Source: an optimization exercise on an open RTL-to-GDS flow (aim: small area). Production flows keep margins and buffers that such runs may drop. Only simulation tests tie the RTL to the original design; equivalence was not proved. Power and IR drop assume default switching activity.

===== design.v =====
`timescale 1ns/1ps
package dma_pkg;
  typedef logic [31:0] reg_addr_t;
  typedef logic [31:0] reg_data_t;
  localparam int PAGE_W = 12;
  localparam int NUM_PAGES = 3;
  typedef logic [1:0] page_t;
  typedef logic [PAGE_W-1:0] reg_off_t;
  localparam page_t PAGE_H2S    = 2'd0;
  localparam page_t PAGE_S2H    = 2'd1;
  localparam page_t PAGE_GLOBAL = 2'd2;
  localparam reg_off_t REG_ADDR   = 12'h000;
  localparam reg_off_t REG_LEN    = 12'h004;
  localparam reg_off_t REG_GO     = 12'h008;
  localparam reg_off_t REG_STATUS = 12'h00c;
  localparam reg_off_t REG_CACHE    = 12'h000;
  localparam reg_off_t REG_SOFT_RST = 12'h004;
  localparam reg_off_t REG_ID       = 12'h008;
  localparam int TAG_W  = 4;
  localparam int BTT_W  = 23;
  localparam int DATA_W = 64;
  localparam int GO_EOF_BIT = 0;
  localparam int GO_TAG_LSB = 4;
  typedef struct packed {
    logic [3:0]       rsvd_hi;
    logic [TAG_W-1:0] tag;
    logic [31:0]      addr;
    logic             rsvd_drr;
    logic             eof;
    logic [6:0]       rsvd_lo;
    logic [BTT_W-1:0] btt;
  } cmd_t;
  typedef logic [7:0] sts_t;
  typedef struct packed {
    logic              last;
    logic [DATA_W-1:0] data;
  } beat_t;
  localparam reg_data_t UNMAPPED_DATA = 32'hdeadbeef;
  localparam reg_data_t ID_VALUE      = 32'h0d3a_0100;
  localparam int DEF_CMD_DEPTH  = 4;
  localparam int DEF_STS_DEPTH  = 4;
  localparam int DEF_LOOP_DEPTH = 16;
endpackage
`timescale 1ns/1ps
module page_decode (
  input  logic                 clk,
  input  logic                 rst,
  input  logic                 set_stb,
  input  dma_pkg::reg_addr_t            set_addr,
  input  logic                 get_stb,
  input  dma_pkg::reg_addr_t            get_addr,
  output logic [dma_pkg::NUM_PAGES-1:0] set_stb_page,
  output logic [dma_pkg::NUM_PAGES-1:0] get_stb_page,
  output dma_pkg::page_t                get_page_q
);
  dma_pkg::page_t set_page;
  dma_pkg::page_t get_page;
  assign set_page = set_addr[dma_pkg::PAGE_W+1:dma_pkg::PAGE_W];
  assign get_page = get_addr[dma_pkg::PAGE_W+1:dma_pkg::PAGE_W];
  always_comb begin
    for (int i = 0; i < dma_pkg::NUM_PAGES; i++) begin
      set_stb_page[i] = set_stb && (set_page == dma_pkg::page_t'(i));
      get_stb_page[i] = get_stb && (get_page == dma_pkg::page_t'(i));
    end
  end
  always_ff @(posedge clk) begin
    if (rst) begin
      get_page_q <= dma_pkg::PAGE_H2S;
    end else if (get_stb) begin
      get_page_q <= get_page;
    end
  end
endmodule
`timescale 1ns/1ps
module sync_fifo #(
  parameter int  WIDTH     = 8,
  parameter int  DEPTH     = 4
) (
  input  logic                       clk,
  input  logic                       rst,
  input  logic                       push,
  input  logic [WIDTH-1:0]           push_data,
  output logic                       full,
  input  logic                       pop,
  output logic [WIDTH-1:0]           pop_data,
  output logic                       empty,
  output logic [$clog2(DEPTH+1)-1:0] count
);
  localparam int PTR_W = (DEPTH > 1) ? $clog2(DEPTH) : 1;
  localparam int CNT_W = $clog2(DEPTH+1);
  logic [WIDTH-1:0] mem [DEPTH];
  logic [PTR_W-1:0] wr_ptr;
  logic [PTR_W-1:0] rd_ptr;
  function automatic logic [PTR_W-1:0] next_ptr(input logic [PTR_W-1:0] ptr);
    next_ptr = (ptr == PTR_W'(DEPTH - 1)) ? PTR_W'(0) : ptr + 1'b1;
  endfunction
  always_ff @(posedge clk) begin
    if (rst) begin
      wr_ptr <= '0;
      rd_ptr <= '0;
      count  <= '0;
    end else begin
      if (push) wr_ptr <= next_ptr(wr_ptr);
      if (pop) rd_ptr <= next_ptr(rd_ptr);
      case ({push, pop})
        2'b10:   count <= count + 1'b1;
        2'b01:   count <= count - 1'b1;
        default: count <= count;
      endcase
    end
  end
  always_ff @(posedge clk) begin
    if (push) mem[wr_ptr] <= push_data;
  end
  assign pop_data = mem[rd_ptr];
  assign full     = (count == CNT_W'(DEPTH));
  assign empty    = (count == '0);
endmodule
`timescale 1ns/1ps
module stream_channel #(
  parameter int DEPTH_CMD = 4,
  parameter int DEPTH_STS = 4
) (
  input  logic      clk,
  input  logic      rst,
  input  logic      set_stb,
  input  dma_pkg::reg_addr_t set_addr,
  input  dma_pkg::reg_data_t set_data,
  input  logic      get_stb,
  input  dma_pkg::reg_addr_t get_addr,
  output dma_pkg::reg_data_t get_data,
  output logic      cmd_valid,
  output dma_pkg::cmd_t      cmd_data,
  input  logic      cmd_ready,
  input  logic      sts_valid,
  input  dma_pkg::sts_t      sts_data,
  output logic      sts_ready,
  output logic      sts_pending
);
  localparam int CMD_CNT_W = $clog2(DEPTH_CMD+1);
  localparam int STS_CNT_W = $clog2(DEPTH_STS+1);
  logic [31:0]          addr_q;
  logic [dma_pkg::BTT_W-1:0]     len_q;
  logic [dma_pkg::TAG_W-1:0]     tag_q;
  logic                 overflow_q;
  logic                 go_wr;
  logic                 cmd_push;
  logic                 cmd_full;
  logic                 cmd_empty;
  logic [CMD_CNT_W-1:0] cmd_count;
  dma_pkg::cmd_t                 go_cmd;
  logic                 sts_push;
  logic                 sts_pop;
  logic                 sts_full;
  logic                 sts_empty;
  logic [STS_CNT_W-1:0] sts_count;
  dma_pkg::sts_t                 sts_head;
  assign go_wr    = set_stb && (set_addr[dma_pkg::PAGE_W-1:0] == dma_pkg::REG_GO);
  assign cmd_push = go_wr && !cmd_full;
  always_comb begin
    go_cmd      = '0;
    go_cmd.addr = addr_q;
    go_cmd.btt  = len_q;
    go_cmd.tag  = set_data[dma_pkg::GO_TAG_LSB +: dma_pkg::TAG_W] + tag_q;
    go_cmd.eof  = set_data[dma_pkg::GO_EOF_BIT];
  end
  always_ff @(posedge clk) begin
    if (rst) begin
      addr_q     <= '0;
      len_q      <= '0;
      tag_q      <= '0;
      overflow_q <= 1'b0;
    end else begin
      if (set_stb && (set_addr[dma_pkg::PAGE_W-1:0] == dma_pkg::REG_ADDR)) addr_q <= set_data;
      if (set_stb && (set_addr[dma_pkg::PAGE_W-1:0] == dma_pkg::REG_LEN)) len_q <= set_data[dma_pkg::BTT_W-1:0];
      if (cmd_push) tag_q <= tag_q + 1'b1;
      if (go_wr && cmd_full) overflow_q <= 1'b1;
    end
  end
  sync_fifo #(.WIDTH($bits(go_cmd)), .DEPTH(DEPTH_CMD)) u_cmd_fifo (
    .clk       (clk),
    .rst       (rst),
    .push      (cmd_push),
    .push_data (go_cmd),
    .full      (cmd_full),
    .pop       (cmd_valid && cmd_ready),
    .pop_data  (cmd_data),
    .empty     (cmd_empty),
    .count     (cmd_count)
  );
  assign cmd_valid = !cmd_empty;
  assign sts_ready = !sts_full;
  assign sts_push  = sts_valid && sts_ready;
  assign sts_pop   = get_stb && (get_addr[dma_pkg::PAGE_W-1:0] == dma_pkg::REG_STATUS) && !sts_empty;
  sync_fifo #(.WIDTH($bits(sts_data)), .DEPTH(DEPTH_STS)) u_sts_fifo (
    .clk       (clk),
    .rst       (rst),
    .push      (sts_push),
    .push_data (sts_data),
    .full      (sts_full),
    .pop       (sts_pop),
    .pop_data  (sts_head),
    .empty     (sts_empty),
    .count     (sts_count)
  );
  assign sts_pending = !sts_empty;
  always_comb begin
    case (get_addr[dma_pkg::PAGE_W-1:0])
      dma_pkg::REG_ADDR:   get_data = addr_q;
      dma_pkg::REG_LEN:    get_data = {{(32-dma_pkg::BTT_W){1'b0}}, len_q};
      dma_pkg::REG_GO:     get_data = {{(32-dma_pkg::TAG_W){1'b0}}, tag_q};
      dma_pkg::REG_STATUS: get_data = {15'b0, overflow_q, 4'(cmd_count), 4'(sts_count),
                              sts_empty ? 8'h00 : sts_head};
      default:    get_data = dma_pkg::UNMAPPED_DATA;
    endcase
  end
endmodule
`timescale 1ns/1ps
module global_settings (
  input  logic       clk,
  input  logic       rst,
  input  logic       set_stb,
  input  dma_pkg::reg_addr_t  set_addr,
  input  dma_pkg::reg_data_t  set_data,
  input  dma_pkg::reg_addr_t  get_addr,
  output dma_pkg::reg_data_t  get_data,
  output logic [3:0] arcache,
  output logic [3:0] awcache,
  output logic       soft_reset
);
  logic [7:0] cache_q;
  dma_pkg::reg_off_t   set_off;
  dma_pkg::reg_off_t   get_off;
  assign set_off = set_addr[dma_pkg::PAGE_W-1:0];
  assign get_off = get_addr[dma_pkg::PAGE_W-1:0];
  always_ff @(posedge clk) begin
    if (rst) begin
      cache_q <= 8'h33;
    end else if (set_stb && (set_off == dma_pkg::REG_CACHE)) begin
      cache_q <= set_data[7:0];
    end
  end
  assign arcache = cache_q[3:0];
  assign awcache = cache_q[7:4];
  always_ff @(posedge clk) begin
    if (rst) begin
      soft_reset <= 1'b0;
    end else begin
      soft_reset <= set_stb && (set_off == dma_pkg::REG_SOFT_RST);
    end
  end
  always_comb begin
    case (get_off)
      dma_pkg::REG_CACHE:    get_data = {24'b0, cache_q};
      dma_pkg::REG_SOFT_RST: get_data = '0;
      dma_pkg::REG_ID:       get_data = dma_pkg::ID_VALUE;
      default:      get_data = dma_pkg::UNMAPPED_DATA;
    endcase
  end
endmodule
`timescale 1ns/1ps
module loopback_path #(
  parameter int DEPTH = 16
) (
  input  logic              clk,
  input  logic              rst,
  input  logic              in_valid,
  input  logic [dma_pkg::DATA_W-1:0] in_data,
  input  logic              in_last,
  output logic              in_ready,
  output logic              out_valid,
  output logic [dma_pkg::DATA_W-1:0] out_data,
  output logic              out_last,
  input  logic              out_ready,
  input  logic              cmd_accept
);
  logic                       active_q;
  logic                       full;
  logic                       empty;
  logic                       pop;
  dma_pkg::beat_t                      in_beat;
  dma_pkg::beat_t                      head;
  assign in_beat.data = in_data;
  assign in_beat.last = in_last;
  assign in_ready     = !full;
  assign out_valid = !empty && active_q;
  assign pop       = out_valid && out_ready;
  assign out_data  = head.data;
  assign out_last  = head.last;
  always_ff @(posedge clk) begin
    if (rst) begin
      active_q <= 1'b0;
    end else if (cmd_accept) begin
      active_q <= 1'b1;
    end else if (pop && head.last) begin
      active_q <= 1'b0;
    end
  end
  sync_fifo #(.WIDTH($bits(in_beat)), .DEPTH(DEPTH)) u_beat_fifo (
    .clk       (clk),
    .rst       (rst),
    .push      (in_valid && in_ready),
    .push_data (in_beat),
    .full      (full),
    .pop       (pop),
    .pop_data  (head),
    .empty     (empty),
    .count     ()
  );
endmodule
`timescale 1ns/1ps
module read_return (
  input  logic      clk,
  input  logic      rst,
  input  logic      get_stb,
  input  dma_pkg::page_t     get_page_q,
  input  dma_pkg::reg_data_t h2s_data,
  input  dma_pkg::reg_data_t s2h_data,
  input  dma_pkg::reg_data_t global_data,
  input  logic      h2s_pending,
  input  logic      s2h_pending,
  output dma_pkg::reg_data_t get_data,
  output logic      get_valid,
  output logic      irq
);
  dma_pkg::reg_data_t h2s_q;
  dma_pkg::reg_data_t s2h_q;
  dma_pkg::reg_data_t global_q;
  always_ff @(posedge clk) begin
    if (get_stb) begin
      h2s_q    <= h2s_data;
      s2h_q    <= s2h_data;
      global_q <= global_data;
    end
  end
  always_ff @(posedge clk) begin
    if (rst) get_valid <= 1'b0;
    else get_valid <= get_stb;
  end
  always_comb begin
    case (get_page_q)
      dma_pkg::PAGE_H2S:    get_data = h2s_q;
      dma_pkg::PAGE_S2H:    get_data = s2h_q;
      dma_pkg::PAGE_GLOBAL: get_data = global_q;
      default:     get_data = dma_pkg::UNMAPPED_DATA;
    endcase
  end
  assign irq = h2s_pending | s2h_pending;
endmodule
`timescale 1ns/1ps
module dma_ctrl_top #(
  parameter int CMD_DEPTH  = dma_pkg::DEF_CMD_DEPTH,
  parameter int STS_DEPTH  = dma_pkg::DEF_STS_DEPTH,
  parameter int LOOP_DEPTH = dma_pkg::DEF_LOOP_DEPTH
) (
  input  logic              clk,
  input  logic              rst,
  input  logic              set_stb,
  input  dma_pkg::reg_addr_t         set_addr,
  input  dma_pkg::reg_data_t         set_data,
  input  logic              get_stb,
  input  dma_pkg::reg_addr_t         get_addr,
  output dma_pkg::reg_data_t         get_data,
  output logic              get_valid,
  output logic              h2s_cmd_valid,
  output dma_pkg::cmd_t              h2s_cmd_data,
  input  logic              h2s_cmd_ready,
  output logic              s2h_cmd_valid,
  output dma_pkg::cmd_t              s2h_cmd_data,
  input  logic              s2h_cmd_ready,
  input  logic              h2s_sts_valid,
  input  dma_pkg::sts_t              h2s_sts_data,
  output logic              h2s_sts_ready,
  input  logic              s2h_sts_valid,
  input  dma_pkg::sts_t              s2h_sts_data,
  output logic              s2h_sts_ready,
  input  logic              in_valid,
  input  logic [dma_pkg::DATA_W-1:0] in_data,
  input  logic              in_last,
  output logic              in_ready,
  output logic              out_valid,
  output logic [dma_pkg::DATA_W-1:0] out_data,
  output logic              out_last,
  input  logic              out_ready,
  output logic              irq,
  output logic [3:0]        arcache,
  output logic [3:0]        awcache
);
  logic [dma_pkg::NUM_PAGES-1:0] set_stb_page;
  logic [dma_pkg::NUM_PAGES-1:0] get_stb_page;
  dma_pkg::page_t                get_page_q;
  dma_pkg::reg_data_t            h2s_get_data;
  dma_pkg::reg_data_t            s2h_get_data;
  dma_pkg::reg_data_t            global_get_data;
  logic                 h2s_pending;
  logic                 s2h_pending;
  logic                 soft_reset;
  logic                 rst_chan;
  assign rst_chan = rst || soft_reset;
  page_decode u_decode (
    .clk(clk), .rst(rst),
    .set_stb(set_stb), .set_addr(set_addr),
    .get_stb(get_stb), .get_addr(get_addr),
    .set_stb_page(set_stb_page), .get_stb_page(get_stb_page),
    .get_page_q(get_page_q)
  );
  stream_channel #(.DEPTH_CMD(CMD_DEPTH), .DEPTH_STS(STS_DEPTH)) u_h2s (
    .clk(clk), .rst(rst_chan),
    .set_stb(set_stb_page[dma_pkg::PAGE_H2S]), .set_addr(set_addr), .set_data(set_data),
    .get_stb(get_stb_page[dma_pkg::PAGE_H2S]), .get_addr(get_addr), .get_data(h2s_get_data),
    .cmd_valid(h2s_cmd_valid), .cmd_data(h2s_cmd_data), .cmd_ready(h2s_cmd_ready),
    .sts_valid(h2s_sts_valid), .sts_data(h2s_sts_data), .sts_ready(h2s_sts_ready),
    .sts_pending(h2s_pending)
  );
  stream_channel #(.DEPTH_CMD(CMD_DEPTH), .DEPTH_STS(STS_DEPTH)) u_s2h (
    .clk(clk), .rst(rst_chan),
    .set_stb(set_stb_page[dma_pkg::PAGE_S2H]), .set_addr(set_addr), .set_data(set_data),
    .get_stb(get_stb_page[dma_pkg::PAGE_S2H]), .get_addr(get_addr), .get_data(s2h_get_data),
    .cmd_valid(s2h_cmd_valid), .cmd_data(s2h_cmd_data), .cmd_ready(s2h_cmd_ready),
    .sts_valid(s2h_sts_valid), .sts_data(s2h_sts_data), .sts_ready(s2h_sts_ready),
    .sts_pending(s2h_pending)
  );
  global_settings u_global (
    .clk(clk), .rst(rst),
    .set_stb(set_stb_page[dma_pkg::PAGE_GLOBAL]), .set_addr(set_addr), .set_data(set_data),
    .get_addr(get_addr), .get_data(global_get_data),
    .arcache(arcache), .awcache(awcache), .soft_reset(soft_reset)
  );
  loopback_path #(.DEPTH(LOOP_DEPTH)) u_loop (
    .clk(clk), .rst(rst_chan),
    .in_valid(in_valid), .in_data(in_data), .in_last(in_last), .in_ready(in_ready),
    .out_valid(out_valid), .out_data(out_data), .out_last(out_last),
    .out_ready(out_ready),
    .cmd_accept(s2h_cmd_valid && s2h_cmd_ready)
  );
  read_return u_read (
    .clk(clk), .rst(rst),
    .get_stb(get_stb), .get_page_q(get_page_q),
    .h2s_data(h2s_get_data), .s2h_data(s2h_get_data), .global_data(global_get_data),
    .h2s_pending(h2s_pending), .s2h_pending(s2h_pending),
    .get_data(get_data), .get_valid(get_valid), .irq(irq)
  );
endmodule

===== run.sh =====
#!/bin/bash
# synth_recipe.tcl (not shown) runs the flow's synth.tcl, then flattens the netlist and writes it again
# the make line also repeats each setting of config.mk as NAME=value (left out here)
make -C /OpenROAD-flow-scripts/flow DESIGN_CONFIG=/design/flow/config.mk WORK_HOME=/design/flow/orfs CLKGATE_MAP_FILE= SYNTH_SCRIPT=/design/flow/synth_recipe.tcl finish

===== config.mk =====
export PLATFORM = sky130hd
export DESIGN_NAME = dma_ctrl_top
export DESIGN_NICKNAME = dma_ctrl_top
export VERILOG_FILES = /design/flow/design.v
export SDC_FILE = /design/flow/constraint.sdc
export NUM_CORES = 4
export LEC_CHECK = 0
export CAP_MARGIN = 20
export CORE_MARGIN = 2
export CORE_UTILIZATION = 40
export SLEW_MARGIN = 20

===== constraint.sdc =====
create_clock -name core_clock -period 6.0 [get_ports {clk}]
set_input_delay 1.2000 -clock core_clock [delete_from_list [all_inputs] [get_ports {clk}]]
set_output_delay 1.2000 -clock core_clock [all_outputs]
set_load 0.01 [all_outputs]

==> run summary <==
-- power by group through the flow --
stage | registers, mW | logic, mW | clock network [mW]
after floorplan | 14.4 | 0.283 | 0
after global placement | 14.4 | 0.744 | 0
after detailed placement | 14.4 | 0.755 | 0
after CTS | 14.1 | 0.757 | 11.5
after global routing | 14.1 | 0.796 | 12.0
final | 14.1 | 0.748 | 11.2
-- registers in the layout, summed over array words and instances (netlist names), 4 cells and up, named ones only --
| register | cells |
|---|---|
| u_global.cache_q | 8 |
| u_h2s.addr_q | 32 |
| u_h2s.len_q | 23 |
| u_h2s.tag_q | 4 |
| u_h2s.u_cmd_fifo.mem | 240 |
| u_h2s.u_sts_fifo.mem | 32 |
| u_loop.u_beat_fifo.count | 5 |
| u_loop.u_beat_fifo.mem | 1040 |
| u_loop.u_beat_fifo.rd_ptr | 4 |
| u_loop.u_beat_fifo.wr_ptr | 4 |
| u_read.global_q | 11 |
| u_read.h2s_q | 32 |
| u_read.s2h_q | 32 |
| u_s2h.addr_q | 32 |
| u_s2h.len_q | 23 |
| u_s2h.tag_q | 4 |
| u_s2h.u_cmd_fifo.mem | 240 |
| u_s2h.u_sts_fifo.mem | 32 |
-- cell type report --
cell class | count | area (um2)
clock inverter | 99 | 920.9
tap | 2340 | 2928
sequential | 1845 | 53570
fill | 14670 | 92200
inverter | 38 | 142.6
antenna | 6 | 15.01
multi-input combinational | 1390 | 16120
timing repair buffer | 466 | 4795
clock buffer | 254 | 5045
-- how the worst max path moves through the flow --
stage                      from                            end  slack [ps]  depth (start not counted)
floorplan              in_valid  u_loop.u_beat_fifo.mem[12][0]         910                          4
finish                flip-flop                   out_data[47]        1070                          4
global route          flip-flop                   out_data[54]         880                          4
detailed placement  set_addr[2]    u_s2h.u_cmd_fifo.mem[0][55]        1620                          6
global placement    set_addr[2]    u_s2h.u_cmd_fifo.mem[0][55]        1640                          6
CTS                   flip-flop                    out_data[2]         900                          4
-- cells in the final DEF, fill, tap and decap left out, types with 8 or more instances in the layout --
| cell type | Yosys | final |
|---|---|---|
| and2_2 | 0 | 8 |
| conb_1 | 1 | 24 |
| a221o_1 | 20 | 20 |
| o2111ai_1 | 8 | 8 |
| clkinv_1 | 0 | 46 |
| mux4_2 | 460 | 460 |
| and3_1 | 15 | 15 |
| a211oi_1 | 18 | 18 |
| clkinv_2 | 0 | 24 |
| nand2b_1 | 8 | 8 |
| xor2_1 | 15 | 15 |
| mux2_2 | 23 | 23 |
| clkbuf_1 | 110 | 59 |
| ha_1 | 40 | 40 |
| buf_12 | 0 | 28 |
| a21oi_1 | 138 | 138 |
| inv_1 | 38 | 38 |
| nor2_1 | 95 | 80 |
| clkbuf_16 | 0 | 190 |
| clkdlybuf4s50_1 | 0 | 380 |
| mux2i_1 | 39 | 39 |
| nor2_4 | 0 | 12 |
| o21ai_0 | 14 | 14 |
| a21o_1 | 11 | 11 |
| buf_4 | 43 | 56 |
| nor2b_1 | 27 | 26 |
| nor3_1 | 16 | 11 |
| xnor2_1 | 11 | 11 |
| dfxtp_1 | 186 | 177 |
| nand2_1 | 296 | 296 |
| or3_1 | 12 | 12 |
| edfxtp_1 | 1659 | 1659 |
| clkinv_16 | 0 | 9 |
-- metal layers --
| metal | vias to the layer above | GRT usage | share of wire |
|---|---|---|---|
| met2 | 976 | 0.3348 | 0.53 |
| li1 | 14927 | - | - |
| met4 | 30 | 0.05664 | 0.026 |
| met5 | - | 0 | 0.0011 |
| met1 | 18322 | 0.2317 | 0.39 |
| met3 | 269 | 0.03788 | 0.054 |
-- critical path, cell delays in order, from the launching register on --
cell and delay [ps]:
dfxtp_4 710, buf_12 420, mux4_2 590, mux4_2 560, clkdlybuf4s50_1 530
-- stage by stage --
stage               setup slack [ps]  utilization
floorplan                      908.0            -
global placement                1640       0.4413
detailed placement              1617       0.4413
CTS                            897.7       0.4753
global route                   880.0       0.4753
finish                          1066       0.4753
-- cells by family (layout without fill, tap and decap cells) --
family	count (synthesis)	in the layout
other cells	1	30
simple gates	519	519
mux	522	522
flops	1845	1845
xor+xnor	26	26
fa+ha+maj	46	46
compound gates	253	253
buf+inv	256	857
==> flow_metrics.env <==
export IMPL_core_area_um2=175700
export IMPL_netlist_area_um2=70650
export IMPL_p_int_mw=20.63
export IMPL_holdPathStages=2
export IMPL_cellLeakagePower_nw=25.85
export IMPL_avgSynthCellArea_um2=20.37
export IMPL_vias=34524
export IMPL_hold_end="u_s2h.overflow_q"
export IMPL_wl_per_cell_um=26.63
export IMPL_combPwrFrac=0.029
export IMPL_slew_violations=0
export IMPL_r2r_end="u_loop.u_beat_fifo.count[4]"
export IMPL_final_net_count=4163
export IMPL_drive_gt1_frac=0.2138
export IMPL_fp_dieArea_um2=180000
export IMPL_die_x_um=424.3
export IMPL_synth_edff_count=1659
export IMPL_cap_viol_max_count=0
export IMPL_worstPathRequired_ps=4800
export IMPL_final_area_um2=83530
export IMPL_crit_fanout=51
export IMPL_rows=154
export IMPL_place_port_buffers=383
export IMPL_wl_um=171500
export IMPL_clkPwrFrac=0.431
export IMPL_p_sw_frac=0.2085
export IMPL_tritoncts="done"
export IMPL_async_flop_share=0
export IMPL_seqPwrFrac=0.541
export IMPL_dp_cells=6079
export IMPL_clock_insertion_delay_worst_skew_ps=850
export IMPL_ir_drop_mv=0.2861
export IMPL_p_total_mw=26.07
export IMPL_synthMuxAreaShare=0.1558
export IMPL_cts_hold_buf=0
export IMPL_place_area_um2=77550
export IMPL_synth_compound_area_frac=0.02276
export IMPL_setup_viol_count_final=0
export IMPL_path_class="reg -> out"
export IMPL_final_min_period_over_clock_period=0.8223
export IMPL_synth_top_cells_by_count="edfxtp_1, mux4_2, nand2_1, dfxtp_1, a21oi_1"
export IMPL_cts_resized=0
export IMPL_start_util=0.4020
export IMPL_ff2ff_setup_slack_ps=2950
export IMPL_yosysTopAreaCellShare=0.7051
export IMPL_grt_usage=0.1884
export IMPL_synth_seq_area_share=0.7578
export IMPL_stdcell_count=6438
export IMPL_synth_xor_area_share=0.003223
export IMPL_gr_total_overflow=0
export IMPL_yosys_register_bits=1845
export IMPL_drt_iter0_drc=3207
export IMPL_clockBufferDepth=3
export IMPL_hold_path_class="reg -> reg"
export IMPL_antenna_found_initial=29
export IMPL_timing_rr_start="u_loop.u_beat_fifo.count[1]"
export IMPL_drc=0
export IMPL_yosys_warnings=8
export IMPL_grt_pass1_wl_um=245700
export IMPL_p_per_area_nw_per_um2=312.0
export IMPL_finalHoldViolCount=0
export IMPL_arrival_ps=3730
export IMPL_critPathLaunchType="flip-flop"
export IMPL_dr_pass1_iters=5
export IMPL_ios=444
export IMPL_run_status="complete, no violations"
export IMPL_post_synth_num_cell_types=62
export IMPL_synthAdderAreaFrac=0.008784
export IMPL_cts_root_buf="clkbuf_16"
export IMPL_ff2ff_path_depth=10
export IMPL_clkSlewWorstSetupHoldPaths_ps=60
export IMPL_grt_max_degree=80
export IMPL_synthFlopType="edfxtp_1"
export IMPL_synth_top_family_by_area="multiplexers"
export IMPL_min_from="u_s2h.overflow_q"
export IMPL_clock_sinks=1845
export IMPL_synth_area_leaders="edfxtp_1, mux4_2, dfxtp_1, nand2_1, a21oi_1"
export IMPL_relSlewSlack=0.2598
export IMPL_tns_ps=0
export IMPL_whs_ps=474.5
export IMPL_die_h_um=424.3
export IMPL_grt_pass1_vias=34802
export IMPL_numCtsBuffers=189
export IMPL_routabilityCongestion=0.7877
export IMPL_area_delta_synth_final_pct=18.23
export IMPL_synth_cells=3468
export IMPL_viasPerCell=5.363
export IMPL_period_needed_ps=4934
export IMPL_finClkSkew_ps=42.91
export IMPL_hpwl_um=99920
export IMPL_rsz0062_at_grt="false"
export IMPL_yosys_cell_count_top_type="edfxtp_1"
export IMPL_worstMarginPinSlew_ps=1110
export IMPL_p_sw_mw=5.433
export IMPL_fmax_mhz=202.7
export IMPL_htree_num_levels=4
export IMPL_synth_simple_gate_area_frac=0.03372
export IMPL_antenna_left=0
export IMPL_cts_setup_buffers=0
export IMPL_end_kind="primary output"
export IMPL_synth_largest_area_cell="edfxtp_1"

==> re-timing with driven ports <==
The flow's constraints put no driver on any port. The routed layout listed below was extracted and timed again, unchanged, in two steps.
Step 1 (the two cells are an assumption about what drives the block):
set clk [get_ports {clk}]
set_driving_cell -lib_cell sky130_fd_sc_hd__clkbuf_16 $clk
set_driving_cell -lib_cell sky130_fd_sc_hd__buf_2 [delete_from_list [all_inputs] $clk]
Step 2 also shifts input and output timing later by t, the mid clock arrival at the registers, as if the neighbouring blocks saw the same clock.
a / b / c = ideal / step 1 / step 2; a / b = the first two.
t (ns): 0.904
setup slack, ns: 1.066 / 0.984 / 1.584
slew at the worst register clock pin (ns): 0.07 / 0.07
worst data-port slew with drivers (ns): 0.18
After both steps this run still meets setup and hold. The setup slack of this run moves by -0.082 ns with the drivers and by +0.518 ns with both steps.
